What follows belongs to an exercise in optimizing a design on an open flow for small area, a short achievable clock period and few clock cycles; a production flow would make more cautious choices. Function was checked by simulation only, so behaviour that the tests miss may differ from the original.

==> flow/design.v, too long to show whole: its modules and the start of the top module <==
// module pse_ram: 39 lines
// module pse_mul_tree: 3286 lines
// module postfix_stack_evaluator_core: 375 lines
module postfix_stack_evaluator_core #(
  parameter int STACK_DEPTH = pse_pkg::STACK_DEPTH_DEF
) (
  input  logic                          clk,
  input  logic                          rst,
  input  logic                          s_tvalid,
  output logic                          s_tready,
  input  logic [pse_pkg::S_DATA_W-1:0]  s_tdata,    
  input  logic                          s_tlast,    
  output logic                          m_tvalid,
  input  logic                          m_tready,
  output logic [pse_pkg::M_DATA_W-1:0]  m_tdata,    
  output logic                          m_tlast     
);
  // ...
==> flow/run.sh <==
#!/bin/bash
# synth_recipe.tcl (not shown) runs the flow's synth.tcl, then flattens the netlist and writes it again
# the make line also repeats each setting of config.mk as NAME=value (left out here)
make -C /OpenROAD-flow-scripts/flow DESIGN_CONFIG=/design/flow/config.mk WORK_HOME=/design/flow/orfs CLKGATE_MAP_FILE= SYNTH_SCRIPT=/design/flow/synth_recipe.tcl finish
==> flow/config.mk <==
export PLATFORM = sky130hd
export DESIGN_NAME = postfix_stack_evaluator_core
export DESIGN_NICKNAME = postfix_stack_evaluator_core
export VERILOG_FILES = /design/flow/design.v
export SDC_FILE = /design/flow/constraint.sdc
export NUM_CORES = 4
export LEC_CHECK = 0
export CAP_MARGIN = 20
export CORE_MARGIN = 2
export CORE_UTILIZATION = 55
export CTS_BUF_LIST = sky130_fd_sc_hd__clkbuf_8
export SETUP_SLACK_MARGIN = 2.6
export SLEW_MARGIN = 20
export SYNTH_MEMORY_MAX_BITS = 8192
==> flow/constraint.sdc <==
create_clock -name core_clock -period 7.0 [get_ports {clk}]
set_input_delay 1.4000 -clock core_clock [delete_from_list [all_inputs] [get_ports {clk}]]
set_output_delay 1.4000 -clock core_clock [all_outputs]
set_load 0.01 [all_outputs]
==> metrics.log, run 1 <==
[metrics] Total GRT Usage: 43.45%
[metrics] inserted tap cell count: 5287
[metrics] outcome: timing/DRC/antenna clean
[metrics] drt pass-1 iters: 9
[metrics] detailed-route vias per instance: 6.947
[metrics] worst setup skew after layout: 0.1331 ns
[metrics] post-CTS repair timing setup buffer count: 562
[metrics] worst min-delay path startpoint: d_r[0]
[metrics] count of instances resized after the clock tree is built: 971
[metrics] area fraction of the dominant cell type after synthesis: 59.59%
[metrics] sequential share of the synthesized area: 61.69%
[metrics] total of hold buffers inserted after clock tree synthesis: 0
[metrics] TritonCTS clock tree: yes
[metrics] CTS root buf: sky130_fd_sc_hd__clkbuf_8
[metrics] HPWL Detailed: 563600 um
[metrics] total grt overflow: 0
[metrics] sink count of the clock tree: 4628
[metrics] IO Port Bufs: 69
[metrics] capture point of the worst reg-to-reg path: ms[26]
[metrics] multi-input combinational cell area: 85940 sq um
[metrics] met2 capacity usage during global routing: 64.85%
[metrics] total of fill cells in the finished design: 29070
[metrics] Register Area: 136700 sq um
[metrics] setup repair after global routing missed its margin: true
[metrics] area-dominant cell class after layout: flip-flops and latches
[metrics] global-route met3 utilization: 13.14%
[metrics] worst min-delay path endpoint: d_r[3]
[metrics] CP Data Required Time: 8.12 ns
[metrics] multi-input gate share of total cell area: 32.72%
[metrics] Rel. slew slack: 12.17%
[metrics] Final Wtd Congestion: 0.9971
[metrics] f_max: 0.2020 GHz
[metrics] max FFs per register: 4032
[metrics] most common cell after layout, fill and taps aside: sky130_fd_sc_hd__edfxtp_1
[metrics] top cell types by occurrence after synthesis: sky130_fd_sc_hd__edfxtp_1 (4395), sky130_fd_sc_hd__nor2_1 (1057), sky130_fd_sc_hd__a21oi_1 (952), sky130_fd_sc_hd__xnor2_1 (817), sky130_fd_sc_hd__inv_1 (741)
Testbench counts, summed over its fixed seeds: cycles 19,624.
==> module pse_ram, before the edit <==
module pse_ram #(
  parameter int WIDTH = 32,
  parameter int DEPTH = 126,
  parameter int AW    = 7
) (
  input  logic             clk,
  input  logic             wr_en,
  input  logic [AW-1:0]    wr_addr,
  input  logic [WIDTH-1:0] wr_data,
  input  logic [AW-1:0]    rd_addr,
  output logic [WIDTH-1:0] rd_data
);
  localparam int NG = (DEPTH + 3) / 4;
  logic [WIDTH-1:0] mem [DEPTH];
  logic [WIDTH-1:0] grp [NG];
  logic [NG-1:0]    gsel;
  always_ff @(posedge clk) begin
    for (int i = 0; i < DEPTH; i++) begin
      if (wr_en && (wr_addr == AW'(i))) begin
        mem[i] <= wr_data;
      end
    end
  end
  always_comb begin
    for (int g = 0; g < NG; g++) begin
      grp[g] = '0;
      for (int j = 0; j < 4; j++) begin
        if ((4 * g + j < DEPTH) && (rd_addr[1:0] == 2'(j))) begin
          grp[g] = mem[(4 * g + j < DEPTH) ? (4 * g + j) : 0];
        end
      end
      gsel[g] = (rd_addr[AW-1:2] == (AW-2)'(g));
    end
    rd_data = '0;
    for (int g = 0; g < NG; g++) begin
      rd_data = rd_data | ({WIDTH{gsel[g]}} & grp[g]);
    end
  end
endmodule
==> module postfix_stack_evaluator_core, before the edit <==
module postfix_stack_evaluator_core #(
  parameter int STACK_DEPTH = pse_pkg::STACK_DEPTH_DEF
) (
  input  logic                          clk,
  input  logic                          rst,
  input  logic                          s_tvalid,
  output logic                          s_tready,
  input  logic [pse_pkg::S_DATA_W-1:0]  s_tdata,    
  input  logic                          s_tlast,    
  output logic                          m_tvalid,
  input  logic                          m_tready,
  output logic [pse_pkg::M_DATA_W-1:0]  m_tdata,    
  output logic                          m_tlast     
);
  localparam int CW = $clog2(STACK_DEPTH + 1);
  localparam int AW = $clog2(STACK_DEPTH);
  localparam logic [31:0] SAT_MAX = 32'h7FFF_FFFF;
  localparam logic [31:0] SAT_MIN = 32'h8000_0000;
  typedef enum logic [2:0] {
    X_RUN,
    X_MUL,
    X_DNORM,
    X_DITER,
    X_DFIN
  } xstate_t;
  function automatic logic [1:0] lz2(input logic [1:0] v);
    lz2 = v[1] ? 2'd0 : (v[0] ? 2'd1 : 2'd2);
  endfunction
  function automatic logic [2:0] lz4(input logic [3:0] v);
    logic [1:0] h, l;
    h = lz2(v[3:2]);
    l = lz2(v[1:0]);
    lz4 = h[1] ? {l[1], ~l[1], l[0]} : {1'b0, h};
  endfunction
  function automatic logic [3:0] lz8(input logic [7:0] v);
    logic [2:0] h, l;
    h = lz4(v[7:4]);
    l = lz4(v[3:0]);
    lz8 = h[2] ? {l[2], ~l[2], l[1:0]} : {1'b0, h};
  endfunction
  function automatic logic [4:0] lz16(input logic [15:0] v);
    logic [3:0] h, l;
    h = lz8(v[15:8]);
    l = lz8(v[7:0]);
    lz16 = h[3] ? {l[3], ~l[3], l[2:0]} : {1'b0, h};
  endfunction
  function automatic logic [5:0] lz32(input logic [31:0] v);
    logic [4:0] h, l;
    h = lz16(v[31:16]);
    l = lz16(v[15:0]);
    lz32 = h[4] ? {l[4], ~l[4], l[3:0]} : {1'b0, h};
  endfunction
  function automatic logic [pse_pkg::STATUS_W-1:0] flag(input logic [pse_pkg::STATUS_W-1:0] cur,
                                                        input logic [pse_pkg::STATUS_W-1:0] code);
    flag = (cur == pse_pkg::ST_OK) ? code : cur;
  endfunction
  xstate_t                      xs;
  logic                         tv;
  logic [pse_pkg::CMD_W-1:0]    tcmd;
  logic [15:0]                  topnd;
  logic                         tlast;
  logic [31:0]                  tos;
  logic [31:0]                  nos;
  logic [CW-1:0]                cnt;
  logic [AW-1:0]                wp;         
  logic [AW-1:0]                rp;         
  logic [pse_pkg::STATUS_W-1:0] err;
  logic                         op_last;
  logic                         hv;
  logic [43:0]                  hd;         
  logic                         room;
  logic [63:0]                  mt_s, mt_c;
  logic [63:0]                  ms, mc;
  logic [31:0]                  d_a, d_b;
  logic [5:0]                   lz_a, lz_b;
  logic                         d_neg;
  logic                         d_sat;
  logic                         d_first;
  logic [36:0]                  d_r;        
  logic [31:0]                  d_b1;       
  logic [33:0]                  d_b3;       
  logic [34:0]                  d_b5, d_b7;
  logic [31:0]                  d_q;
  logic [31:0]                  d_qm;       
  logic [3:0]                   d_it;
  logic is_push, is_addsub, is_mul, is_div, is_arith, is_inv;
  logic full, ge2;
  logic ok_push, ok_addsub, ok_mul, ok_div;
  logic take, start_op, emit, pop, fin;
  logic [pse_pkg::STATUS_W-1:0] code, err_n, st_n;
  logic [CW-1:0] cnt_n;
  logic [31:0] tos_n;
  logic last_n;
  logic val_zero;
  logic [31:0] mem_rd;
  logic        mem_we;
  assign is_push   = (tcmd == pse_pkg::CMD_PUSH);
  assign is_addsub = (tcmd == pse_pkg::CMD_ADD) || (tcmd == pse_pkg::CMD_SUB);
  assign is_mul    = (tcmd == pse_pkg::CMD_MUL);
  assign is_div    = (tcmd == pse_pkg::CMD_DIV);
  assign is_arith  = is_addsub || is_mul || is_div;
  assign is_inv    = !is_push && !is_arith;
  assign full = (cnt == CW'(STACK_DEPTH));
  assign ge2  = (cnt >= CW'(2));
  assign ok_push   = is_push && !full;
  assign ok_addsub = is_addsub && ge2;
  assign ok_mul    = is_mul && ge2;
  assign ok_div    = is_div && ge2;
  always_comb begin
    code = pse_pkg::ST_OK;
    if (is_push && full)                 code = pse_pkg::ST_OVERFLOW;
    else if (is_arith && !ge2)           code = pse_pkg::ST_UNDERFLOW;
    else if (is_inv)                     code = pse_pkg::ST_INVALID;
  end
  assign room     = !hv || m_tready;
  assign take     = tv && (xs == X_RUN) && room;
  assign s_tready = !tv || take;
  assign start_op = take && (ok_mul || ok_div);
  logic dz;
  assign dz   = (xs == X_DNORM) && lz_b[5] && room;
  logic d_last;
  assign d_last = (xs == X_DITER) && (d_it == 4'd1);
  assign fin  = ((xs == X_MUL) || (xs == X_DFIN) || d_last) && room;
  assign pop  = (take && ok_addsub) || fin;
  assign emit = (take && !start_op) || fin || dz;
  logic [32:0] as_sum;
  logic [31:0] as_res;
  assign as_sum = {nos[31], nos} + ({33{tcmd[1]}} ^ {tos[31], tos}) + 33'(tcmd[1]);
  assign as_res = (as_sum[32] != as_sum[31]) ? (as_sum[32] ? SAT_MIN : SAT_MAX) : as_sum[31:0];
  pse_mul_tree u_mul (
    .x       (nos),
    .y       (tos),
    .sum_o   (mt_s),
    .carry_o (mt_c)
  );
  always_ff @(posedge clk) begin
    ms <= mt_s;
    mc <= mt_c;
  end
  logic [63:0] prod;
  logic [31:0] mul_res;
  assign prod    = ms + mc;
  assign mul_res = ((&prod[63:47]) || !(|prod[63:47])) ? prod[47:16] :
                   (prod[63] ? SAT_MIN : SAT_MAX);
  logic [31:0] a_norm, b_norm;
  logic [31:0] abs_nos, abs_tos;
  logic signed [6:0] d_k;
  assign abs_nos = nos[31] ? (~nos + 32'd1) : nos;
  assign abs_tos = tos[31] ? (~tos + 32'd1) : tos;
  logic [3:0]  k_steps;
  logic [1:0]  k_sh;        
  assign a_norm = d_a << lz_a[4:0];
  assign b_norm = d_b << lz_b[4:0];
  assign d_k    = 7'sd16 + $signed({1'b0, lz_b}) - $signed({1'b0, lz_a});
  always_comb begin
    k_steps = '0;
    k_sh    = '0;
    for (int i = 0; i < 32; i++) begin
      if (d_k[4:0] == 5'(i)) begin
        k_steps = 4'((i + 5) / 3);
        k_sh    = 2'(5 - (3 * ((i + 5) / 3) - i));
      end
    end
  end
  logic [39:0] r8_w;
  logic [40:0] r8_t [1:7];
  logic [7:1]  r8_g;
  logic [7:0]  r8_sel;
  logic [36:0] r8_r;
  logic [2:0]  r8_d, r8_dm;
  logic [39:0] r8_m [1:7];
  assign r8_m[1] = {3'b000, d_b1, 5'd0};
  assign r8_m[2] = {2'b00, d_b1, 6'd0};
  assign r8_m[3] = {1'b0, d_b3, 5'd0};
  assign r8_m[4] = {1'b0, d_b1, 7'd0};
  assign r8_m[5] = {d_b5, 5'd0};
  assign r8_m[6] = {d_b3, 6'd0};
  assign r8_m[7] = {d_b7, 5'd0};
  assign r8_w = {d_r, 3'b000};
  always_comb begin
    for (int j = 1; j <= 7; j++) begin
      r8_t[j] = {1'b0, r8_w} - {1'b0, r8_m[j]};
      r8_g[j] = !r8_t[j][40] && (!d_first || (j == 1));
    end
    r8_sel[0] = !r8_g[1];
    for (int j = 1; j <= 6; j++) begin
      r8_sel[j] = r8_g[j] && !r8_g[j+1];
    end
    r8_sel[7] = r8_g[7];
    r8_r = {37{r8_sel[0]}} & r8_w[36:0];
    for (int j = 1; j <= 7; j++) begin
      r8_r = r8_r | ({37{r8_sel[j]}} & r8_t[j][36:0]);
    end
    r8_d[0]  = r8_sel[1] || r8_sel[3] || r8_sel[5] || r8_sel[7];
    r8_d[1]  = r8_sel[2] || r8_sel[3] || r8_sel[6] || r8_sel[7];
    r8_d[2]  = r8_sel[4] || r8_sel[5] || r8_sel[6] || r8_sel[7];
    r8_dm[0] = r8_sel[2] || r8_sel[4] || r8_sel[6];
    r8_dm[1] = r8_sel[3] || r8_sel[4] || r8_sel[7];
    r8_dm[2] = r8_sel[5] || r8_sel[6] || r8_sel[7];
  end
  logic [31:0] q_n, qm_n;
  logic [31:0] div_res, div_sat;
  assign q_n     = {d_q[28:0], r8_d};
  assign qm_n    = r8_g[1] ? {d_q[28:0], r8_dm} : {d_qm[28:0], 3'b111};
  assign div_res = d_neg ? ~qm_n : q_n;
  assign div_sat = d_sat ? (d_neg ? SAT_MIN : SAT_MAX) : 32'd0;
  always_ff @(posedge clk) begin
    d_a  <= abs_nos;
    d_b  <= abs_tos;
    lz_a <= lz32(abs_nos);
    lz_b <= lz32(abs_tos);
    if (xs == X_RUN) begin
      d_neg <= nos[31] ^ tos[31];
    end
    case (xs)
      X_DNORM: begin
        d_sat   <= (d_a[31:15] >= d_b[16:0]) && (d_b[31:17] == '0);
        d_first <= 1'b1;
        case (k_sh)
          2'd2:    d_r <= {3'b000, a_norm, 2'b00};
          2'd1:    d_r <= {4'b0000, a_norm, 1'b0};
          default: d_r <= {5'b00000, a_norm};
        endcase
        d_b1    <= b_norm;
        d_q     <= '0;
        d_qm    <= '1;
        d_it    <= k_steps;
      end
      X_DITER: if (!d_last || room) begin
        d_first <= 1'b0;
        if (d_first) begin
          d_b3 <= {2'b00, d_b1} + {1'b0, d_b1, 1'b0};
          d_b5 <= {3'b000, d_b1} + {1'b0, d_b1, 2'b00};
          d_b7 <= {d_b1, 3'b000} - {3'b000, d_b1};
        end
        d_r  <= r8_r;
        d_q  <= q_n;
        d_qm <= qm_n;
        d_it <= d_it - 4'd1;
      end
      default: ;
    endcase
  end
  always_comb begin
    tos_n = tos;
    case (xs)
      X_RUN:   tos_n = ok_push ? {topnd, 16'd0} : (ok_addsub ? as_res : tos);
      X_MUL:   tos_n = mul_res;
      X_DITER: tos_n = div_res;
      X_DFIN:  tos_n = div_sat;
      default: tos_n = tos;
    endcase
  end
  always_comb begin
    err_n  = take ? flag(err, code) : (dz ? flag(err, pse_pkg::ST_DIVZERO) : err);
    last_n = take ? tlast : op_last;
    if (pop)                          cnt_n = cnt - CW'(1);
    else if (take && ok_push)         cnt_n = cnt + CW'(1);
    else                              cnt_n = cnt;
    if (last_n) begin
      st_n     = ((err_n == pse_pkg::ST_OK) && (cnt_n != CW'(1))) ? pse_pkg::ST_MALFORMED : err_n;
      val_zero = (st_n != pse_pkg::ST_OK);
    end else begin
      st_n     = err_n;
      val_zero = (cnt_n == '0);
    end
  end
  assign mem_we = take && ok_push && ge2;
  pse_ram #(
    .WIDTH (32),
    .DEPTH (STACK_DEPTH - 2),
    .AW    (AW)
  ) u_stack (
    .clk     (clk),
    .wr_en   (mem_we),
    .wr_addr (wp),
    .wr_data (nos),
    .rd_addr (rp),
    .rd_data (mem_rd)
  );
  always_ff @(posedge clk) begin
    if ((take && ok_push) || (pop)) begin
      tos <= tos_n;
    end
    if (take && ok_push) begin
      nos <= tos;
    end else if (pop) begin
      nos <= mem_rd;
    end
    if (take) begin
      op_last <= tlast;
    end
  end
  always_ff @(posedge clk) begin
    if (rst) begin
      tv  <= 1'b0;
      xs  <= X_RUN;
      cnt <= '0;
      wp  <= AW'(-2);
      rp  <= AW'(-3);
      err <= pse_pkg::ST_OK;
    end else begin
      if (s_tvalid && s_tready) begin
        tv    <= 1'b1;
        tcmd  <= s_tdata[2:0];
        topnd <= s_tdata[18:3];
        tlast <= s_tlast;
      end else if (take) begin
        tv <= 1'b0;
      end
      if (emit && last_n) begin
        cnt <= '0;
        wp  <= AW'(-2);
        rp  <= AW'(-3);
        err <= pse_pkg::ST_OK;
      end else begin
        cnt <= cnt_n;
        err <= err_n;
        if (pop) begin
          wp <= wp - AW'(1);
          rp <= rp - AW'(1);
        end else if (take && ok_push) begin
          wp <= wp + AW'(1);
          rp <= rp + AW'(1);
        end
      end
      case (xs)
        X_RUN: begin
          if (take && ok_mul)      xs <= X_MUL;
          else if (take && ok_div) xs <= X_DNORM;
        end
        X_MUL: begin
          if (room) xs <= X_RUN;
        end
        X_DNORM: begin
          if (lz_b[5]) begin
            if (room) xs <= X_RUN;
          end else if ((d_a[31:15] >= d_b[16:0]) && (d_b[31:17] == '0)) begin
            xs <= X_DFIN;
          end else if (d_k < 7'sd0) begin
            xs <= X_DFIN;
          end else begin
            xs <= X_DITER;
          end
        end
        X_DITER: begin
          if (d_last && room) xs <= X_RUN;
        end
        X_DFIN: begin
          if (room) xs <= X_RUN;
        end
        default: xs <= X_RUN;
      endcase
    end
  end
  logic [43:0] res_n;
  assign res_n = {last_n, (last_n ? 8'd0 : 8'(cnt_n)), st_n, (val_zero ? 32'd0 : tos_n)};
  always_ff @(posedge clk) begin
    if (rst) begin
      hv <= 1'b0;
    end else if (emit) begin
      hv <= 1'b1;
    end else if (m_tready) begin
      hv <= 1'b0;
    end
  end
  always_ff @(posedge clk) begin
    if (emit) begin
      hd <= res_n;
    end
  end
  assign m_tvalid = hv;
  assign m_tdata  = {5'd0, hd[42:0]};
  assign m_tlast  = hd[43];
endmodule
==> run 2: changes to the inputs <==
--- a/flow/design.v
+++ b/flow/design.v
@@ -36,51 +36,33 @@
 ) (
   input  logic             clk,
   input  logic             wr_en,
   input  logic [AW-1:0]    wr_addr,
   input  logic [WIDTH-1:0] wr_data,
   input  logic [AW-1:0]    rd_addr,
   output logic [WIDTH-1:0] rd_data
 );
-  localparam int NG = (DEPTH + 3) / 4;
   logic [WIDTH-1:0] mem [DEPTH];
-  logic [WIDTH-1:0] grp [NG];
-  logic [NG-1:0]    gsel;
   always_ff @(posedge clk) begin
-    for (int i = 0; i < DEPTH; i++) begin
-      if (wr_en && (wr_addr == AW'(i))) begin
-        mem[i] <= wr_data;
-      end
-    end
-  end
-  always_comb begin
-    for (int g = 0; g < NG; g++) begin
-      grp[g] = '0;
-      for (int j = 0; j < 4; j++) begin
-        if ((4 * g + j < DEPTH) && (rd_addr[1:0] == 2'(j))) begin
-          grp[g] = mem[(4 * g + j < DEPTH) ? (4 * g + j) : 0];
-        end
-      end
-      gsel[g] = (rd_addr[AW-1:2] == (AW-2)'(g));
-    end
-    rd_data = '0;
-    for (int g = 0; g < NG; g++) begin
-      rd_data = rd_data | ({WIDTH{gsel[g]}} & grp[g]);
+    if (wr_en) begin
+      mem[wr_addr] <= wr_data;
     end
   end
+  assign rd_data = (rd_addr < AW'(DEPTH)) ? mem[rd_addr] : '0;
 endmodule
 module pse_mul_tree (
   input  logic [31:0] x,
-  input  logic [31:0] y,
+  input  logic [15:0] one,
+  input  logic [15:0] two,
+  input  logic [15:0] neg,
   output logic [63:0] sum_o,
   output logic [63:0] carry_o
 );
   logic [33:0] xe;
-  logic [15:0] one, two, neg;
   assign xe = {{2{x[31]}}, x};
   logic pp0_0;
   logic pp0_1;
   logic pp0_2;
   logic pp0_3;
   logic pp0_4;
   logic pp0_5;
   logic pp0_6;
@@ -1622,19 +1604,16 @@
   logic s983;
   logic c984;
   logic s985;
   logic c986;
   logic s987;
   logic c988;
   logic s989;
   logic c990;
-  assign one[0] = y[0] ^ 1'b0;
-  assign two[0] = (y[1] & ~y[0] & ~1'b0) | (~y[1] & y[0] & 1'b0);
-  assign neg[0] = y[1];
   assign pp0_0 = ((one[0] & xe[0]) | (two[0] & 1'b0)) ^ neg[0];
   assign pp0_1 = ((one[0] & xe[1]) | (two[0] & xe[0])) ^ neg[0];
   assign pp0_2 = ((one[0] & xe[2]) | (two[0] & xe[1])) ^ neg[0];
   assign pp0_3 = ((one[0] & xe[3]) | (two[0] & xe[2])) ^ neg[0];
   assign pp0_4 = ((one[0] & xe[4]) | (two[0] & xe[3])) ^ neg[0];
   assign pp0_5 = ((one[0] & xe[5]) | (two[0] & xe[4])) ^ neg[0];
   assign pp0_6 = ((one[0] & xe[6]) | (two[0] & xe[5])) ^ neg[0];
   assign pp0_7 = ((one[0] & xe[7]) | (two[0] & xe[6])) ^ neg[0];
@@ -1660,19 +1639,16 @@
   assign pp0_27 = ((one[0] & xe[27]) | (two[0] & xe[26])) ^ neg[0];
   assign pp0_28 = ((one[0] & xe[28]) | (two[0] & xe[27])) ^ neg[0];
   assign pp0_29 = ((one[0] & xe[29]) | (two[0] & xe[28])) ^ neg[0];
   assign pp0_30 = ((one[0] & xe[30]) | (two[0] & xe[29])) ^ neg[0];
   assign pp0_31 = ((one[0] & xe[31]) | (two[0] & xe[30])) ^ neg[0];
   assign pp0_32 = ((one[0] & xe[32]) | (two[0] & xe[31])) ^ neg[0];
   assign pp0_33 = ((one[0] & xe[33]) | (two[0] & xe[32])) ^ neg[0];
   assign ppn0 = ~pp0_33;
-  assign one[1] = y[2] ^ y[1];
-  assign two[1] = (y[3] & ~y[2] & ~y[1]) | (~y[3] & y[2] & y[1]);
-  assign neg[1] = y[3];
   assign pp1_0 = ((one[1] & xe[0]) | (two[1] & 1'b0)) ^ neg[1];
   assign pp1_1 = ((one[1] & xe[1]) | (two[1] & xe[0])) ^ neg[1];
   assign pp1_2 = ((one[1] & xe[2]) | (two[1] & xe[1])) ^ neg[1];
   assign pp1_3 = ((one[1] & xe[3]) | (two[1] & xe[2])) ^ neg[1];
   assign pp1_4 = ((one[1] & xe[4]) | (two[1] & xe[3])) ^ neg[1];
   assign pp1_5 = ((one[1] & xe[5]) | (two[1] & xe[4])) ^ neg[1];
   assign pp1_6 = ((one[1] & xe[6]) | (two[1] & xe[5])) ^ neg[1];
   assign pp1_7 = ((one[1] & xe[7]) | (two[1] & xe[6])) ^ neg[1];
@@ -1698,19 +1674,16 @@
   assign pp1_27 = ((one[1] & xe[27]) | (two[1] & xe[26])) ^ neg[1];
   assign pp1_28 = ((one[1] & xe[28]) | (two[1] & xe[27])) ^ neg[1];
   assign pp1_29 = ((one[1] & xe[29]) | (two[1] & xe[28])) ^ neg[1];
   assign pp1_30 = ((one[1] & xe[30]) | (two[1] & xe[29])) ^ neg[1];
   assign pp1_31 = ((one[1] & xe[31]) | (two[1] & xe[30])) ^ neg[1];
   assign pp1_32 = ((one[1] & xe[32]) | (two[1] & xe[31])) ^ neg[1];
   assign pp1_33 = ((one[1] & xe[33]) | (two[1] & xe[32])) ^ neg[1];
   assign ppn1 = ~pp1_33;
-  assign one[2] = y[4] ^ y[3];
-  assign two[2] = (y[5] & ~y[4] & ~y[3]) | (~y[5] & y[4] & y[3]);
-  assign neg[2] = y[5];
   assign pp2_0 = ((one[2] & xe[0]) | (two[2] & 1'b0)) ^ neg[2];
   assign pp2_1 = ((one[2] & xe[1]) | (two[2] & xe[0])) ^ neg[2];
   assign pp2_2 = ((one[2] & xe[2]) | (two[2] & xe[1])) ^ neg[2];
   assign pp2_3 = ((one[2] & xe[3]) | (two[2] & xe[2])) ^ neg[2];
   assign pp2_4 = ((one[2] & xe[4]) | (two[2] & xe[3])) ^ neg[2];
   assign pp2_5 = ((one[2] & xe[5]) | (two[2] & xe[4])) ^ neg[2];
   assign pp2_6 = ((one[2] & xe[6]) | (two[2] & xe[5])) ^ neg[2];
   assign pp2_7 = ((one[2] & xe[7]) | (two[2] & xe[6])) ^ neg[2];
@@ -1736,19 +1709,16 @@
   assign pp2_27 = ((one[2] & xe[27]) | (two[2] & xe[26])) ^ neg[2];
   assign pp2_28 = ((one[2] & xe[28]) | (two[2] & xe[27])) ^ neg[2];
   assign pp2_29 = ((one[2] & xe[29]) | (two[2] & xe[28])) ^ neg[2];
   assign pp2_30 = ((one[2] & xe[30]) | (two[2] & xe[29])) ^ neg[2];
   assign pp2_31 = ((one[2] & xe[31]) | (two[2] & xe[30])) ^ neg[2];
   assign pp2_32 = ((one[2] & xe[32]) | (two[2] & xe[31])) ^ neg[2];
   assign pp2_33 = ((one[2] & xe[33]) | (two[2] & xe[32])) ^ neg[2];
   assign ppn2 = ~pp2_33;
-  assign one[3] = y[6] ^ y[5];
-  assign two[3] = (y[7] & ~y[6] & ~y[5]) | (~y[7] & y[6] & y[5]);
-  assign neg[3] = y[7];
   assign pp3_0 = ((one[3] & xe[0]) | (two[3] & 1'b0)) ^ neg[3];
   assign pp3_1 = ((one[3] & xe[1]) | (two[3] & xe[0])) ^ neg[3];
   assign pp3_2 = ((one[3] & xe[2]) | (two[3] & xe[1])) ^ neg[3];
   assign pp3_3 = ((one[3] & xe[3]) | (two[3] & xe[2])) ^ neg[3];
   assign pp3_4 = ((one[3] & xe[4]) | (two[3] & xe[3])) ^ neg[3];
   assign pp3_5 = ((one[3] & xe[5]) | (two[3] & xe[4])) ^ neg[3];
   assign pp3_6 = ((one[3] & xe[6]) | (two[3] & xe[5])) ^ neg[3];
   assign pp3_7 = ((one[3] & xe[7]) | (two[3] & xe[6])) ^ neg[3];
@@ -1774,19 +1744,16 @@
   assign pp3_27 = ((one[3] & xe[27]) | (two[3] & xe[26])) ^ neg[3];
   assign pp3_28 = ((one[3] & xe[28]) | (two[3] & xe[27])) ^ neg[3];
   assign pp3_29 = ((one[3] & xe[29]) | (two[3] & xe[28])) ^ neg[3];
   assign pp3_30 = ((one[3] & xe[30]) | (two[3] & xe[29])) ^ neg[3];
   assign pp3_31 = ((one[3] & xe[31]) | (two[3] & xe[30])) ^ neg[3];
   assign pp3_32 = ((one[3] & xe[32]) | (two[3] & xe[31])) ^ neg[3];
   assign pp3_33 = ((one[3] & xe[33]) | (two[3] & xe[32])) ^ neg[3];
   assign ppn3 = ~pp3_33;
-  assign one[4] = y[8] ^ y[7];
-  assign two[4] = (y[9] & ~y[8] & ~y[7]) | (~y[9] & y[8] & y[7]);
-  assign neg[4] = y[9];
   assign pp4_0 = ((one[4] & xe[0]) | (two[4] & 1'b0)) ^ neg[4];
   assign pp4_1 = ((one[4] & xe[1]) | (two[4] & xe[0])) ^ neg[4];
   assign pp4_2 = ((one[4] & xe[2]) | (two[4] & xe[1])) ^ neg[4];
   assign pp4_3 = ((one[4] & xe[3]) | (two[4] & xe[2])) ^ neg[4];
   assign pp4_4 = ((one[4] & xe[4]) | (two[4] & xe[3])) ^ neg[4];
   assign pp4_5 = ((one[4] & xe[5]) | (two[4] & xe[4])) ^ neg[4];
   assign pp4_6 = ((one[4] & xe[6]) | (two[4] & xe[5])) ^ neg[4];
   assign pp4_7 = ((one[4] & xe[7]) | (two[4] & xe[6])) ^ neg[4];
@@ -1812,19 +1779,16 @@
   assign pp4_27 = ((one[4] & xe[27]) | (two[4] & xe[26])) ^ neg[4];
   assign pp4_28 = ((one[4] & xe[28]) | (two[4] & xe[27])) ^ neg[4];
   assign pp4_29 = ((one[4] & xe[29]) | (two[4] & xe[28])) ^ neg[4];
   assign pp4_30 = ((one[4] & xe[30]) | (two[4] & xe[29])) ^ neg[4];
   assign pp4_31 = ((one[4] & xe[31]) | (two[4] & xe[30])) ^ neg[4];
   assign pp4_32 = ((one[4] & xe[32]) | (two[4] & xe[31])) ^ neg[4];
   assign pp4_33 = ((one[4] & xe[33]) | (two[4] & xe[32])) ^ neg[4];
   assign ppn4 = ~pp4_33;
-  assign one[5] = y[10] ^ y[9];
-  assign two[5] = (y[11] & ~y[10] & ~y[9]) | (~y[11] & y[10] & y[9]);
-  assign neg[5] = y[11];
   assign pp5_0 = ((one[5] & xe[0]) | (two[5] & 1'b0)) ^ neg[5];
   assign pp5_1 = ((one[5] & xe[1]) | (two[5] & xe[0])) ^ neg[5];
   assign pp5_2 = ((one[5] & xe[2]) | (two[5] & xe[1])) ^ neg[5];
   assign pp5_3 = ((one[5] & xe[3]) | (two[5] & xe[2])) ^ neg[5];
   assign pp5_4 = ((one[5] & xe[4]) | (two[5] & xe[3])) ^ neg[5];
   assign pp5_5 = ((one[5] & xe[5]) | (two[5] & xe[4])) ^ neg[5];
   assign pp5_6 = ((one[5] & xe[6]) | (two[5] & xe[5])) ^ neg[5];
   assign pp5_7 = ((one[5] & xe[7]) | (two[5] & xe[6])) ^ neg[5];
@@ -1850,19 +1814,16 @@
   assign pp5_27 = ((one[5] & xe[27]) | (two[5] & xe[26])) ^ neg[5];
   assign pp5_28 = ((one[5] & xe[28]) | (two[5] & xe[27])) ^ neg[5];
   assign pp5_29 = ((one[5] & xe[29]) | (two[5] & xe[28])) ^ neg[5];
   assign pp5_30 = ((one[5] & xe[30]) | (two[5] & xe[29])) ^ neg[5];
   assign pp5_31 = ((one[5] & xe[31]) | (two[5] & xe[30])) ^ neg[5];
   assign pp5_32 = ((one[5] & xe[32]) | (two[5] & xe[31])) ^ neg[5];
   assign pp5_33 = ((one[5] & xe[33]) | (two[5] & xe[32])) ^ neg[5];
   assign ppn5 = ~pp5_33;
-  assign one[6] = y[12] ^ y[11];
-  assign two[6] = (y[13] & ~y[12] & ~y[11]) | (~y[13] & y[12] & y[11]);
-  assign neg[6] = y[13];
   assign pp6_0 = ((one[6] & xe[0]) | (two[6] & 1'b0)) ^ neg[6];
   assign pp6_1 = ((one[6] & xe[1]) | (two[6] & xe[0])) ^ neg[6];
   assign pp6_2 = ((one[6] & xe[2]) | (two[6] & xe[1])) ^ neg[6];
   assign pp6_3 = ((one[6] & xe[3]) | (two[6] & xe[2])) ^ neg[6];
   assign pp6_4 = ((one[6] & xe[4]) | (two[6] & xe[3])) ^ neg[6];
   assign pp6_5 = ((one[6] & xe[5]) | (two[6] & xe[4])) ^ neg[6];
   assign pp6_6 = ((one[6] & xe[6]) | (two[6] & xe[5])) ^ neg[6];
   assign pp6_7 = ((one[6] & xe[7]) | (two[6] & xe[6])) ^ neg[6];
@@ -1888,19 +1849,16 @@
   assign pp6_27 = ((one[6] & xe[27]) | (two[6] & xe[26])) ^ neg[6];
   assign pp6_28 = ((one[6] & xe[28]) | (two[6] & xe[27])) ^ neg[6];
   assign pp6_29 = ((one[6] & xe[29]) | (two[6] & xe[28])) ^ neg[6];
   assign pp6_30 = ((one[6] & xe[30]) | (two[6] & xe[29])) ^ neg[6];
   assign pp6_31 = ((one[6] & xe[31]) | (two[6] & xe[30])) ^ neg[6];
   assign pp6_32 = ((one[6] & xe[32]) | (two[6] & xe[31])) ^ neg[6];
   assign pp6_33 = ((one[6] & xe[33]) | (two[6] & xe[32])) ^ neg[6];
   assign ppn6 = ~pp6_33;
-  assign one[7] = y[14] ^ y[13];
-  assign two[7] = (y[15] & ~y[14] & ~y[13]) | (~y[15] & y[14] & y[13]);
-  assign neg[7] = y[15];
   assign pp7_0 = ((one[7] & xe[0]) | (two[7] & 1'b0)) ^ neg[7];
   assign pp7_1 = ((one[7] & xe[1]) | (two[7] & xe[0])) ^ neg[7];
   assign pp7_2 = ((one[7] & xe[2]) | (two[7] & xe[1])) ^ neg[7];
   assign pp7_3 = ((one[7] & xe[3]) | (two[7] & xe[2])) ^ neg[7];
   assign pp7_4 = ((one[7] & xe[4]) | (two[7] & xe[3])) ^ neg[7];
   assign pp7_5 = ((one[7] & xe[5]) | (two[7] & xe[4])) ^ neg[7];
   assign pp7_6 = ((one[7] & xe[6]) | (two[7] & xe[5])) ^ neg[7];
   assign pp7_7 = ((one[7] & xe[7]) | (two[7] & xe[6])) ^ neg[7];
@@ -1926,19 +1884,16 @@
   assign pp7_27 = ((one[7] & xe[27]) | (two[7] & xe[26])) ^ neg[7];
   assign pp7_28 = ((one[7] & xe[28]) | (two[7] & xe[27])) ^ neg[7];
   assign pp7_29 = ((one[7] & xe[29]) | (two[7] & xe[28])) ^ neg[7];
   assign pp7_30 = ((one[7] & xe[30]) | (two[7] & xe[29])) ^ neg[7];
   assign pp7_31 = ((one[7] & xe[31]) | (two[7] & xe[30])) ^ neg[7];
   assign pp7_32 = ((one[7] & xe[32]) | (two[7] & xe[31])) ^ neg[7];
   assign pp7_33 = ((one[7] & xe[33]) | (two[7] & xe[32])) ^ neg[7];
   assign ppn7 = ~pp7_33;
-  assign one[8] = y[16] ^ y[15];
-  assign two[8] = (y[17] & ~y[16] & ~y[15]) | (~y[17] & y[16] & y[15]);
-  assign neg[8] = y[17];
   assign pp8_0 = ((one[8] & xe[0]) | (two[8] & 1'b0)) ^ neg[8];
   assign pp8_1 = ((one[8] & xe[1]) | (two[8] & xe[0])) ^ neg[8];
   assign pp8_2 = ((one[8] & xe[2]) | (two[8] & xe[1])) ^ neg[8];
   assign pp8_3 = ((one[8] & xe[3]) | (two[8] & xe[2])) ^ neg[8];
   assign pp8_4 = ((one[8] & xe[4]) | (two[8] & xe[3])) ^ neg[8];
   assign pp8_5 = ((one[8] & xe[5]) | (two[8] & xe[4])) ^ neg[8];
   assign pp8_6 = ((one[8] & xe[6]) | (two[8] & xe[5])) ^ neg[8];
   assign pp8_7 = ((one[8] & xe[7]) | (two[8] & xe[6])) ^ neg[8];
@@ -1964,19 +1919,16 @@
   assign pp8_27 = ((one[8] & xe[27]) | (two[8] & xe[26])) ^ neg[8];
   assign pp8_28 = ((one[8] & xe[28]) | (two[8] & xe[27])) ^ neg[8];
   assign pp8_29 = ((one[8] & xe[29]) | (two[8] & xe[28])) ^ neg[8];
   assign pp8_30 = ((one[8] & xe[30]) | (two[8] & xe[29])) ^ neg[8];
   assign pp8_31 = ((one[8] & xe[31]) | (two[8] & xe[30])) ^ neg[8];
   assign pp8_32 = ((one[8] & xe[32]) | (two[8] & xe[31])) ^ neg[8];
   assign pp8_33 = ((one[8] & xe[33]) | (two[8] & xe[32])) ^ neg[8];
   assign ppn8 = ~pp8_33;
-  assign one[9] = y[18] ^ y[17];
-  assign two[9] = (y[19] & ~y[18] & ~y[17]) | (~y[19] & y[18] & y[17]);
-  assign neg[9] = y[19];
   assign pp9_0 = ((one[9] & xe[0]) | (two[9] & 1'b0)) ^ neg[9];
   assign pp9_1 = ((one[9] & xe[1]) | (two[9] & xe[0])) ^ neg[9];
   assign pp9_2 = ((one[9] & xe[2]) | (two[9] & xe[1])) ^ neg[9];
   assign pp9_3 = ((one[9] & xe[3]) | (two[9] & xe[2])) ^ neg[9];
   assign pp9_4 = ((one[9] & xe[4]) | (two[9] & xe[3])) ^ neg[9];
   assign pp9_5 = ((one[9] & xe[5]) | (two[9] & xe[4])) ^ neg[9];
   assign pp9_6 = ((one[9] & xe[6]) | (two[9] & xe[5])) ^ neg[9];
   assign pp9_7 = ((one[9] & xe[7]) | (two[9] & xe[6])) ^ neg[9];
@@ -2002,19 +1954,16 @@
   assign pp9_27 = ((one[9] & xe[27]) | (two[9] & xe[26])) ^ neg[9];
   assign pp9_28 = ((one[9] & xe[28]) | (two[9] & xe[27])) ^ neg[9];
   assign pp9_29 = ((one[9] & xe[29]) | (two[9] & xe[28])) ^ neg[9];
   assign pp9_30 = ((one[9] & xe[30]) | (two[9] & xe[29])) ^ neg[9];
   assign pp9_31 = ((one[9] & xe[31]) | (two[9] & xe[30])) ^ neg[9];
   assign pp9_32 = ((one[9] & xe[32]) | (two[9] & xe[31])) ^ neg[9];
   assign pp9_33 = ((one[9] & xe[33]) | (two[9] & xe[32])) ^ neg[9];
   assign ppn9 = ~pp9_33;
-  assign one[10] = y[20] ^ y[19];
-  assign two[10] = (y[21] & ~y[20] & ~y[19]) | (~y[21] & y[20] & y[19]);
-  assign neg[10] = y[21];
   assign pp10_0 = ((one[10] & xe[0]) | (two[10] & 1'b0)) ^ neg[10];
   assign pp10_1 = ((one[10] & xe[1]) | (two[10] & xe[0])) ^ neg[10];
   assign pp10_2 = ((one[10] & xe[2]) | (two[10] & xe[1])) ^ neg[10];
   assign pp10_3 = ((one[10] & xe[3]) | (two[10] & xe[2])) ^ neg[10];
   assign pp10_4 = ((one[10] & xe[4]) | (two[10] & xe[3])) ^ neg[10];
   assign pp10_5 = ((one[10] & xe[5]) | (two[10] & xe[4])) ^ neg[10];
   assign pp10_6 = ((one[10] & xe[6]) | (two[10] & xe[5])) ^ neg[10];
   assign pp10_7 = ((one[10] & xe[7]) | (two[10] & xe[6])) ^ neg[10];
@@ -2040,19 +1989,16 @@
   assign pp10_27 = ((one[10] & xe[27]) | (two[10] & xe[26])) ^ neg[10];
   assign pp10_28 = ((one[10] & xe[28]) | (two[10] & xe[27])) ^ neg[10];
   assign pp10_29 = ((one[10] & xe[29]) | (two[10] & xe[28])) ^ neg[10];
   assign pp10_30 = ((one[10] & xe[30]) | (two[10] & xe[29])) ^ neg[10];
   assign pp10_31 = ((one[10] & xe[31]) | (two[10] & xe[30])) ^ neg[10];
   assign pp10_32 = ((one[10] & xe[32]) | (two[10] & xe[31])) ^ neg[10];
   assign pp10_33 = ((one[10] & xe[33]) | (two[10] & xe[32])) ^ neg[10];
   assign ppn10 = ~pp10_33;
-  assign one[11] = y[22] ^ y[21];
-  assign two[11] = (y[23] & ~y[22] & ~y[21]) | (~y[23] & y[22] & y[21]);
-  assign neg[11] = y[23];
   assign pp11_0 = ((one[11] & xe[0]) | (two[11] & 1'b0)) ^ neg[11];
   assign pp11_1 = ((one[11] & xe[1]) | (two[11] & xe[0])) ^ neg[11];
   assign pp11_2 = ((one[11] & xe[2]) | (two[11] & xe[1])) ^ neg[11];
   assign pp11_3 = ((one[11] & xe[3]) | (two[11] & xe[2])) ^ neg[11];
   assign pp11_4 = ((one[11] & xe[4]) | (two[11] & xe[3])) ^ neg[11];
   assign pp11_5 = ((one[11] & xe[5]) | (two[11] & xe[4])) ^ neg[11];
   assign pp11_6 = ((one[11] & xe[6]) | (two[11] & xe[5])) ^ neg[11];
   assign pp11_7 = ((one[11] & xe[7]) | (two[11] & xe[6])) ^ neg[11];
@@ -2078,19 +2024,16 @@
   assign pp11_27 = ((one[11] & xe[27]) | (two[11] & xe[26])) ^ neg[11];
   assign pp11_28 = ((one[11] & xe[28]) | (two[11] & xe[27])) ^ neg[11];
   assign pp11_29 = ((one[11] & xe[29]) | (two[11] & xe[28])) ^ neg[11];
   assign pp11_30 = ((one[11] & xe[30]) | (two[11] & xe[29])) ^ neg[11];
   assign pp11_31 = ((one[11] & xe[31]) | (two[11] & xe[30])) ^ neg[11];
   assign pp11_32 = ((one[11] & xe[32]) | (two[11] & xe[31])) ^ neg[11];
   assign pp11_33 = ((one[11] & xe[33]) | (two[11] & xe[32])) ^ neg[11];
   assign ppn11 = ~pp11_33;
-  assign one[12] = y[24] ^ y[23];
-  assign two[12] = (y[25] & ~y[24] & ~y[23]) | (~y[25] & y[24] & y[23]);
-  assign neg[12] = y[25];
   assign pp12_0 = ((one[12] & xe[0]) | (two[12] & 1'b0)) ^ neg[12];
   assign pp12_1 = ((one[12] & xe[1]) | (two[12] & xe[0])) ^ neg[12];
   assign pp12_2 = ((one[12] & xe[2]) | (two[12] & xe[1])) ^ neg[12];
   assign pp12_3 = ((one[12] & xe[3]) | (two[12] & xe[2])) ^ neg[12];
   assign pp12_4 = ((one[12] & xe[4]) | (two[12] & xe[3])) ^ neg[12];
   assign pp12_5 = ((one[12] & xe[5]) | (two[12] & xe[4])) ^ neg[12];
   assign pp12_6 = ((one[12] & xe[6]) | (two[12] & xe[5])) ^ neg[12];
   assign pp12_7 = ((one[12] & xe[7]) | (two[12] & xe[6])) ^ neg[12];
@@ -2116,19 +2059,16 @@
   assign pp12_27 = ((one[12] & xe[27]) | (two[12] & xe[26])) ^ neg[12];
   assign pp12_28 = ((one[12] & xe[28]) | (two[12] & xe[27])) ^ neg[12];
   assign pp12_29 = ((one[12] & xe[29]) | (two[12] & xe[28])) ^ neg[12];
   assign pp12_30 = ((one[12] & xe[30]) | (two[12] & xe[29])) ^ neg[12];
   assign pp12_31 = ((one[12] & xe[31]) | (two[12] & xe[30])) ^ neg[12];
   assign pp12_32 = ((one[12] & xe[32]) | (two[12] & xe[31])) ^ neg[12];
   assign pp12_33 = ((one[12] & xe[33]) | (two[12] & xe[32])) ^ neg[12];
   assign ppn12 = ~pp12_33;
-  assign one[13] = y[26] ^ y[25];
-  assign two[13] = (y[27] & ~y[26] & ~y[25]) | (~y[27] & y[26] & y[25]);
-  assign neg[13] = y[27];
   assign pp13_0 = ((one[13] & xe[0]) | (two[13] & 1'b0)) ^ neg[13];
   assign pp13_1 = ((one[13] & xe[1]) | (two[13] & xe[0])) ^ neg[13];
   assign pp13_2 = ((one[13] & xe[2]) | (two[13] & xe[1])) ^ neg[13];
   assign pp13_3 = ((one[13] & xe[3]) | (two[13] & xe[2])) ^ neg[13];
   assign pp13_4 = ((one[13] & xe[4]) | (two[13] & xe[3])) ^ neg[13];
   assign pp13_5 = ((one[13] & xe[5]) | (two[13] & xe[4])) ^ neg[13];
   assign pp13_6 = ((one[13] & xe[6]) | (two[13] & xe[5])) ^ neg[13];
   assign pp13_7 = ((one[13] & xe[7]) | (two[13] & xe[6])) ^ neg[13];
@@ -2154,19 +2094,16 @@
   assign pp13_27 = ((one[13] & xe[27]) | (two[13] & xe[26])) ^ neg[13];
   assign pp13_28 = ((one[13] & xe[28]) | (two[13] & xe[27])) ^ neg[13];
   assign pp13_29 = ((one[13] & xe[29]) | (two[13] & xe[28])) ^ neg[13];
   assign pp13_30 = ((one[13] & xe[30]) | (two[13] & xe[29])) ^ neg[13];
   assign pp13_31 = ((one[13] & xe[31]) | (two[13] & xe[30])) ^ neg[13];
   assign pp13_32 = ((one[13] & xe[32]) | (two[13] & xe[31])) ^ neg[13];
   assign pp13_33 = ((one[13] & xe[33]) | (two[13] & xe[32])) ^ neg[13];
   assign ppn13 = ~pp13_33;
-  assign one[14] = y[28] ^ y[27];
-  assign two[14] = (y[29] & ~y[28] & ~y[27]) | (~y[29] & y[28] & y[27]);
-  assign neg[14] = y[29];
   assign pp14_0 = ((one[14] & xe[0]) | (two[14] & 1'b0)) ^ neg[14];
   assign pp14_1 = ((one[14] & xe[1]) | (two[14] & xe[0])) ^ neg[14];
   assign pp14_2 = ((one[14] & xe[2]) | (two[14] & xe[1])) ^ neg[14];
   assign pp14_3 = ((one[14] & xe[3]) | (two[14] & xe[2])) ^ neg[14];
   assign pp14_4 = ((one[14] & xe[4]) | (two[14] & xe[3])) ^ neg[14];
   assign pp14_5 = ((one[14] & xe[5]) | (two[14] & xe[4])) ^ neg[14];
   assign pp14_6 = ((one[14] & xe[6]) | (two[14] & xe[5])) ^ neg[14];
   assign pp14_7 = ((one[14] & xe[7]) | (two[14] & xe[6])) ^ neg[14];
@@ -2192,19 +2129,16 @@
   assign pp14_27 = ((one[14] & xe[27]) | (two[14] & xe[26])) ^ neg[14];
   assign pp14_28 = ((one[14] & xe[28]) | (two[14] & xe[27])) ^ neg[14];
   assign pp14_29 = ((one[14] & xe[29]) | (two[14] & xe[28])) ^ neg[14];
   assign pp14_30 = ((one[14] & xe[30]) | (two[14] & xe[29])) ^ neg[14];
   assign pp14_31 = ((one[14] & xe[31]) | (two[14] & xe[30])) ^ neg[14];
   assign pp14_32 = ((one[14] & xe[32]) | (two[14] & xe[31])) ^ neg[14];
   assign pp14_33 = ((one[14] & xe[33]) | (two[14] & xe[32])) ^ neg[14];
   assign ppn14 = ~pp14_33;
-  assign one[15] = y[30] ^ y[29];
-  assign two[15] = (y[31] & ~y[30] & ~y[29]) | (~y[31] & y[30] & y[29]);
-  assign neg[15] = y[31];
   assign pp15_0 = ((one[15] & xe[0]) | (two[15] & 1'b0)) ^ neg[15];
   assign pp15_1 = ((one[15] & xe[1]) | (two[15] & xe[0])) ^ neg[15];
   assign pp15_2 = ((one[15] & xe[2]) | (two[15] & xe[1])) ^ neg[15];
   assign pp15_3 = ((one[15] & xe[3]) | (two[15] & xe[2])) ^ neg[15];
   assign pp15_4 = ((one[15] & xe[4]) | (two[15] & xe[3])) ^ neg[15];
   assign pp15_5 = ((one[15] & xe[5]) | (two[15] & xe[4])) ^ neg[15];
   assign pp15_6 = ((one[15] & xe[6]) | (two[15] & xe[5])) ^ neg[15];
   assign pp15_7 = ((one[15] & xe[7]) | (two[15] & xe[6])) ^ neg[15];
@@ -3349,16 +3283,71 @@
   assign carry_o[60] = c984;
   assign sum_o[61] = s987;
   assign carry_o[61] = c986;
   assign sum_o[62] = s989;
   assign carry_o[62] = c988;
   assign sum_o[63] = ppn15;
   assign carry_o[63] = c990;
 endmodule
+module pse_booth_enc (
+  input  logic [31:0] y,
+  output logic [15:0] one,
+  output logic [15:0] two,
+  output logic [15:0] neg
+);
+  assign one[0] = y[0] ^ 1'b0;
+  assign two[0] = (y[1] & ~y[0] & ~1'b0) | (~y[1] & y[0] & 1'b0);
+  assign neg[0] = y[1];
+  assign one[1] = y[2] ^ y[1];
+  assign two[1] = (y[3] & ~y[2] & ~y[1]) | (~y[3] & y[2] & y[1]);
+  assign neg[1] = y[3];
+  assign one[2] = y[4] ^ y[3];
+  assign two[2] = (y[5] & ~y[4] & ~y[3]) | (~y[5] & y[4] & y[3]);
+  assign neg[2] = y[5];
+  assign one[3] = y[6] ^ y[5];
+  assign two[3] = (y[7] & ~y[6] & ~y[5]) | (~y[7] & y[6] & y[5]);
+  assign neg[3] = y[7];
+  assign one[4] = y[8] ^ y[7];
+  assign two[4] = (y[9] & ~y[8] & ~y[7]) | (~y[9] & y[8] & y[7]);
+  assign neg[4] = y[9];
+  assign one[5] = y[10] ^ y[9];
+  assign two[5] = (y[11] & ~y[10] & ~y[9]) | (~y[11] & y[10] & y[9]);
+  assign neg[5] = y[11];
+  assign one[6] = y[12] ^ y[11];
+  assign two[6] = (y[13] & ~y[12] & ~y[11]) | (~y[13] & y[12] & y[11]);
+  assign neg[6] = y[13];
+  assign one[7] = y[14] ^ y[13];
+  assign two[7] = (y[15] & ~y[14] & ~y[13]) | (~y[15] & y[14] & y[13]);
+  assign neg[7] = y[15];
+  assign one[8] = y[16] ^ y[15];
+  assign two[8] = (y[17] & ~y[16] & ~y[15]) | (~y[17] & y[16] & y[15]);
+  assign neg[8] = y[17];
+  assign one[9] = y[18] ^ y[17];
+  assign two[9] = (y[19] & ~y[18] & ~y[17]) | (~y[19] & y[18] & y[17]);
+  assign neg[9] = y[19];
+  assign one[10] = y[20] ^ y[19];
+  assign two[10] = (y[21] & ~y[20] & ~y[19]) | (~y[21] & y[20] & y[19]);
+  assign neg[10] = y[21];
+  assign one[11] = y[22] ^ y[21];
+  assign two[11] = (y[23] & ~y[22] & ~y[21]) | (~y[23] & y[22] & y[21]);
+  assign neg[11] = y[23];
+  assign one[12] = y[24] ^ y[23];
+  assign two[12] = (y[25] & ~y[24] & ~y[23]) | (~y[25] & y[24] & y[23]);
+  assign neg[12] = y[25];
+  assign one[13] = y[26] ^ y[25];
+  assign two[13] = (y[27] & ~y[26] & ~y[25]) | (~y[27] & y[26] & y[25]);
+  assign neg[13] = y[27];
+  assign one[14] = y[28] ^ y[27];
+  assign two[14] = (y[29] & ~y[28] & ~y[27]) | (~y[29] & y[28] & y[27]);
+  assign neg[14] = y[29];
+  assign one[15] = y[30] ^ y[29];
+  assign two[15] = (y[31] & ~y[30] & ~y[29]) | (~y[31] & y[30] & y[29]);
+  assign neg[15] = y[31];
+endmodule
 module postfix_stack_evaluator_core #(
   parameter int STACK_DEPTH = pse_pkg::STACK_DEPTH_DEF
 ) (
   input  logic                          clk,
   input  logic                          rst,
   input  logic                          s_tvalid,
   output logic                          s_tready,
   input  logic [pse_pkg::S_DATA_W-1:0]  s_tdata,    
@@ -3478,19 +3467,35 @@
   assign d_last = (xs == X_DITER) && (d_it == 4'd1);
   assign fin  = ((xs == X_MUL) || (xs == X_DFIN) || d_last) && room;
   assign pop  = (take && ok_addsub) || fin;
   assign emit = (take && !start_op) || fin || dz;
   logic [32:0] as_sum;
   logic [31:0] as_res;
   assign as_sum = {nos[31], nos} + ({33{tcmd[1]}} ^ {tos[31], tos}) + 33'(tcmd[1]);
   assign as_res = (as_sum[32] != as_sum[31]) ? (as_sum[32] ? SAT_MIN : SAT_MAX) : as_sum[31:0];
+  logic [31:0] nos_n;
+  logic [15:0] nb_one_n, nb_two_n, nb_neg_n;
+  logic [15:0] nb_one, nb_two, nb_neg;
+  pse_booth_enc u_benc (
+    .y   (nos_n),
+    .one (nb_one_n),
+    .two (nb_two_n),
+    .neg (nb_neg_n)
+  );
+  always_ff @(posedge clk) begin
+    nb_one <= nb_one_n;
+    nb_two <= nb_two_n;
+    nb_neg <= nb_neg_n;
+  end
   pse_mul_tree u_mul (
-    .x       (nos),
-    .y       (tos),
+    .x       (tos),
+    .one     (nb_one),
+    .two     (nb_two),
+    .neg     (nb_neg),
     .sum_o   (mt_s),
     .carry_o (mt_c)
   );
   always_ff @(posedge clk) begin
     ms <= mt_s;
     mc <= mt_c;
   end
   logic [63:0] prod;
@@ -3629,25 +3634,30 @@
   ) u_stack (
     .clk     (clk),
     .wr_en   (mem_we),
     .wr_addr (wp),
     .wr_data (nos),
     .rd_addr (rp),
     .rd_data (mem_rd)
   );
+  always_comb begin
+    if (take && ok_push) begin
+      nos_n = tos;
+    end else if (pop) begin
+      nos_n = mem_rd;
+    end else begin
+      nos_n = nos;
+    end
+  end
   always_ff @(posedge clk) begin
     if ((take && ok_push) || (pop)) begin
       tos <= tos_n;
     end
-    if (take && ok_push) begin
-      nos <= tos;
-    end else if (pop) begin
-      nos <= mem_rd;
-    end
+    nos <= nos_n;
     if (take) begin
       op_last <= tlast;
     end
   end
   always_ff @(posedge clk) begin
     if (rst) begin
       tv  <= 1'b0;
       xs  <= X_RUN;
==> metrics.log, run 2 <==
[metrics] outcome: timing/DRC/antenna clean
[metrics] max FFs per register: 4032 (unchanged)
[metrics] share of final-layout standard cells stronger than drive strength 1: 27.50%
[metrics] number of global-route vias before repair: 138500
[metrics] detailed-route vias per instance: 6.567 (-5.5%)
[metrics] cell types occupying the most area after synthesis: sky130_fd_sc_hd__edfxtp_1 (59%), sky130_fd_sc_hd__mux4_2 (13%), sky130_fd_sc_hd__fa_1 (3.9%)
[metrics] CTS buffer count: 742
[metrics] HPWL Detailed: 435200 um (-23%)
[metrics] # setup viols final: 0
[metrics] summed area of non-filler cells in the final layout: 259100 sq um
[metrics] final hold vios: 0
[metrics] vias after detailed routing: 138300
[metrics] clock latency reported for the late side of the worst-skew pair: 1.31 ns
[metrics] drt pass-1 iters: 9 (unchanged)
[metrics] TritonCTS clock tree: yes
[metrics] first-pass GRT wire length: 1010000 um
[metrics] initial DRC count: 16590
[metrics] Syn Inst Count: 13930
[metrics] fraction of synthesis flops using an asynchronous set or reset pin: 0%
[metrics] max capacitance violation total: 0
[metrics] Netlist cell types: 107
[metrics] maximum level of the CTS H-tree: 6
[metrics] Rel. slew slack: 25.34% (+13 points)
[metrics] maximum number of pins on one net before global-route repair: 111
[metrics] setup repair after global routing missed its margin: true
[metrics] worst setup skew after layout: 0.09906 ns (-0.03405 ns)
[metrics] dominant cell by count in the synthesized netlist: sky130_fd_sc_hd__edfxtp_1
[metrics] warnings from Yosys: 4
[metrics] critical setup path kind: reg2reg
[metrics] area fraction of the dominant cell type after synthesis: 58.54% (-1.0 points)
[metrics] Placement Rows: 234
[metrics] Final Wtd Congestion: 0.9595 (-3.8%)
[metrics] Die Area: 412000 sq um
[metrics] final critical-path required period: 4.740 ns
[metrics] Syn Area/Cell: 16.07 sq um
[metrics] count of unresolved DRC violations after routing: 0
[metrics] antenna violations before repair: 42
[metrics] sink count of the clock tree: 4666 (+0.82%)
[metrics] final critical-path share of the clock period: 67.71%
[metrics] maximum count of clock buffers along a single path: 4
[metrics] f_max: 0.2110 GHz (+4.4%)
[metrics] # IOs: 80
[metrics] total grt overflow: 0 (unchanged)
[metrics] post-detailed-placement cell area: 234500 sq um
[metrics] total of hold buffers inserted after clock tree synthesis: 0 (unchanged)
[metrics] crit path DAT: 5.85 ns
[metrics] count of nets left with antenna violations after detail routing: 0
[metrics] routed wire length: 723000 um
[metrics] sequential share of the synthesized area: 61.26% (-0.44 points)
[metrics] CP Data Required Time: 8.11 ns (about the same)
[metrics] number of pins exceeding their max-slew limit in the final report: 0
[metrics] Critical Path Source Type: register
[metrics] worst min-delay path category: reg2reg
[metrics] Total GRT Usage: 34.30% (-9.2 points)
[metrics] commonest cells after routing, fill and taps aside: sky130_fd_sc_hd__edfxtp_1 (4363), sky130_fd_sc_hd__mux4_2 (1317), sky130_fd_sc_hd__inv_1 (966)
[metrics] IO Port Bufs: 69 (unchanged)
[metrics] most used flip-flop cell after synthesis: sky130_fd_sc_hd__edfxtp_1
[metrics] most common cell after layout, fill and taps aside: sky130_fd_sc_hd__edfxtp_1
[metrics] total of fill cells in the finished design: 29180 (+0.40%)
[metrics] synthesis-to-finish area growth: 15.77%
[metrics] Total Negative Setup Slacks: 0 ns
[metrics] height of the die: 641.9 um
[metrics] width of the die: 641.9 um
[metrics] EDFF count, synth: 4363
[metrics] pin slew with the least headroom to its limit: 1.120 ns
[metrics] number of nets in the layout: 16000
[metrics] total core area: 405800 sq um
[metrics] CTS root buf: sky130_fd_sc_hd__clkbuf_8
[metrics] Reg clk slew, reported paths: 0.07 ns
[metrics] register with the highest flop count: u_stack.mem
[metrics] crit-path max FO: 6
[metrics] flop and latch count out of synthesis: 4666
[metrics] area of the mapped netlist: 223800 sq um
[metrics] top cell types by occurrence after synthesis: sky130_fd_sc_hd__edfxtp_1 (4363), sky130_fd_sc_hd__mux4_2 (1317), sky130_fd_sc_hd__inv_1 (762), sky130_fd_sc_hd__nor2_1 (590), sky130_fd_sc_hd__a22oi_1 (552)
[metrics] critical path endpoint category: register
[metrics] cell taking the most area after synthesis: sky130_fd_sc_hd__edfxtp_1
[metrics] WL/cell: 34.32 um
[metrics] starting utilization of the core area: 55.15%
[metrics] largest registers in the final layout: u_stack.mem (4032), mc (63), ms (63)
## run 2: cell types whose count changed after synthesis, moves of 284 or more
cell / delta
sky130_fd_sc_hd__a21oi_1: -489
sky130_fd_sc_hd__mux2i_1: -483
sky130_fd_sc_hd__mux4_2: +808
sky130_fd_sc_hd__nor2_1: -467
sky130_fd_sc_hd__xnor2_1: -284
sky130_fd_sc_hd__xor2_1: +299
## run 2: layer usage
metal	track usage, %	up-vias	part of all wire [%]
met1	45.09	72030	37
met2	55.67	7745	48
met3	6.579	1690	9.1
met5	0	-	0.024
met4	16.06	12	5.3
li1	-	56870	-
## run 2: area by class of cell
type / count / area [sq um] / area share [%]
sequential: 4666 / 137300 / 53.00
clock inverter: 557 / 2897 / 1.118
tap: 5428 / 6792 / 2.622
inverter: 772 / 3004 / 1.160
antenna: 48 / 120.1 / 0.04636
clock buffer: 772 / 10630 / 4.101
multi-input combinational: 7677 / 85990 / 33.19
timing repair buffer: 1146 / 12350 / 4.767
## run 2: what timing repair did
| action | in CTS | in global routing |
|---|---|---|
| gates cloned | 31 | 13 |
| buffers inserted | 313 | 187 |
| setup endpoints to repair | 2817 | 1039 |
| gates resized for setup | 747 | 451 |
| pin swaps | 222 | 261 |
## run 2: kinds of logic after synthesis
| family | synth area share (%) |
|---|---|
| flip-flops | 61.26 |
| AO/OA/AOI/OAI | 7.216 |
| AND/OR/NAND/NOR | 3.844 |
| buffers and inverters | 2.726 |
| multiplexers | 14.22 |
| XOR/XNOR | 3.851 |
| adder cells (fa/ha/maj) | 6.881 |
| other | 0.001676 |
## run 2: per-stage QoR
stage	hold slack, ns	std cells	worst slack [ns]	util (%)
global route	0.5722	21030	2.153	63.82
global placement	0.5027	19140	1.092	57.78
finish	0.5350	21070	2.260	63.84
detailed placement	0.5140	19150	1.035	57.79
CTS	0.5346	20820	2.214	62.87
floorplan	0.3427	13930	2.257	-
## run 2: critical path, stage by stage (launching register included)
cell                       delay, ns
sky130_fd_sc_hd__edfxtp_1       0.43
sky130_fd_sc_hd__buf_8          0.18
sky130_fd_sc_hd__buf_12         0.15
sky130_fd_sc_hd__xor2_1         0.16
sky130_fd_sc_hd__ha_2           0.36
sky130_fd_sc_hd__o211ai_1       0.10
sky130_fd_sc_hd__a21o_4         0.22
sky130_fd_sc_hd__a211oi_4       0.28
sky130_fd_sc_hd__nor4_1         0.08
sky130_fd_sc_hd__o21a_1         0.21
sky130_fd_sc_hd__or4_4          0.50
sky130_fd_sc_hd__a31oi_4        0.21
sky130_fd_sc_hd__buf_6          0.13
sky130_fd_sc_hd__buf_6          0.09
sky130_fd_sc_hd__o21ai_4        0.09
sky130_fd_sc_hd__maj3_2         0.39
sky130_fd_sc_hd__o211a_1        0.27
sky130_fd_sc_hd__o31a_1         0.35
sky130_fd_sc_hd__and2_4         0.16
sky130_fd_sc_hd__a211oi_2       0.21
## run 2: final timing paths
| check | from | endpoint | slack [ns] | cells past startpoint |
|---|---|---|---|---|
| setup / recovery | tcmd[1] | tos[24] | 2.26 | 19 |
| hold / removal | rp[6] | rp[6] | 0.53 | 2 |
| setup reg to reg | tcmd[1] | tos[24] | 2.26 | 19 |
| hold reg to reg | rp[6] | rp[6] | 0.53 | 2 |
Testbench counts of run 2, summed over its fixed seeds: cycles 19,624.

[port drivers added, routing unchanged]
The results above use ideal ports. As a check the final layouts listed here were re-extracted and re-timed, cells and wires unchanged.
Step 1: set_driving_cell puts a clkbuf_16 on clk and a buf_2 on each other input, an assumption about the parent block.
Step 2 also shifts input and output timing later by t, the mid clock arrival at the registers, as if the neighbouring blocks saw the same clock.
Three values: ideal, step 1, step 2; two values: the first two.
| run | t, ns | setup slack, ns | latest minus earliest clock arrival (ns) | slew at the worst register clock pin (ns) |
|---|---|---|---|---|
| run 1 | 1.377 | 2.051 / 2.051 / 1.561 | 0.145 / 0.145 | 0.08 / 0.08 |
| run 2 | 1.373 | 2.260 / 2.260 / 1.516 | 0.099 / 0.099 | 0.07 / 0.07 |
After both steps setup and hold are still met in every run listed. The setup slack of run 2, which loses most, moves by 0.000 ns with the drivers and by -0.744 ns with both steps.
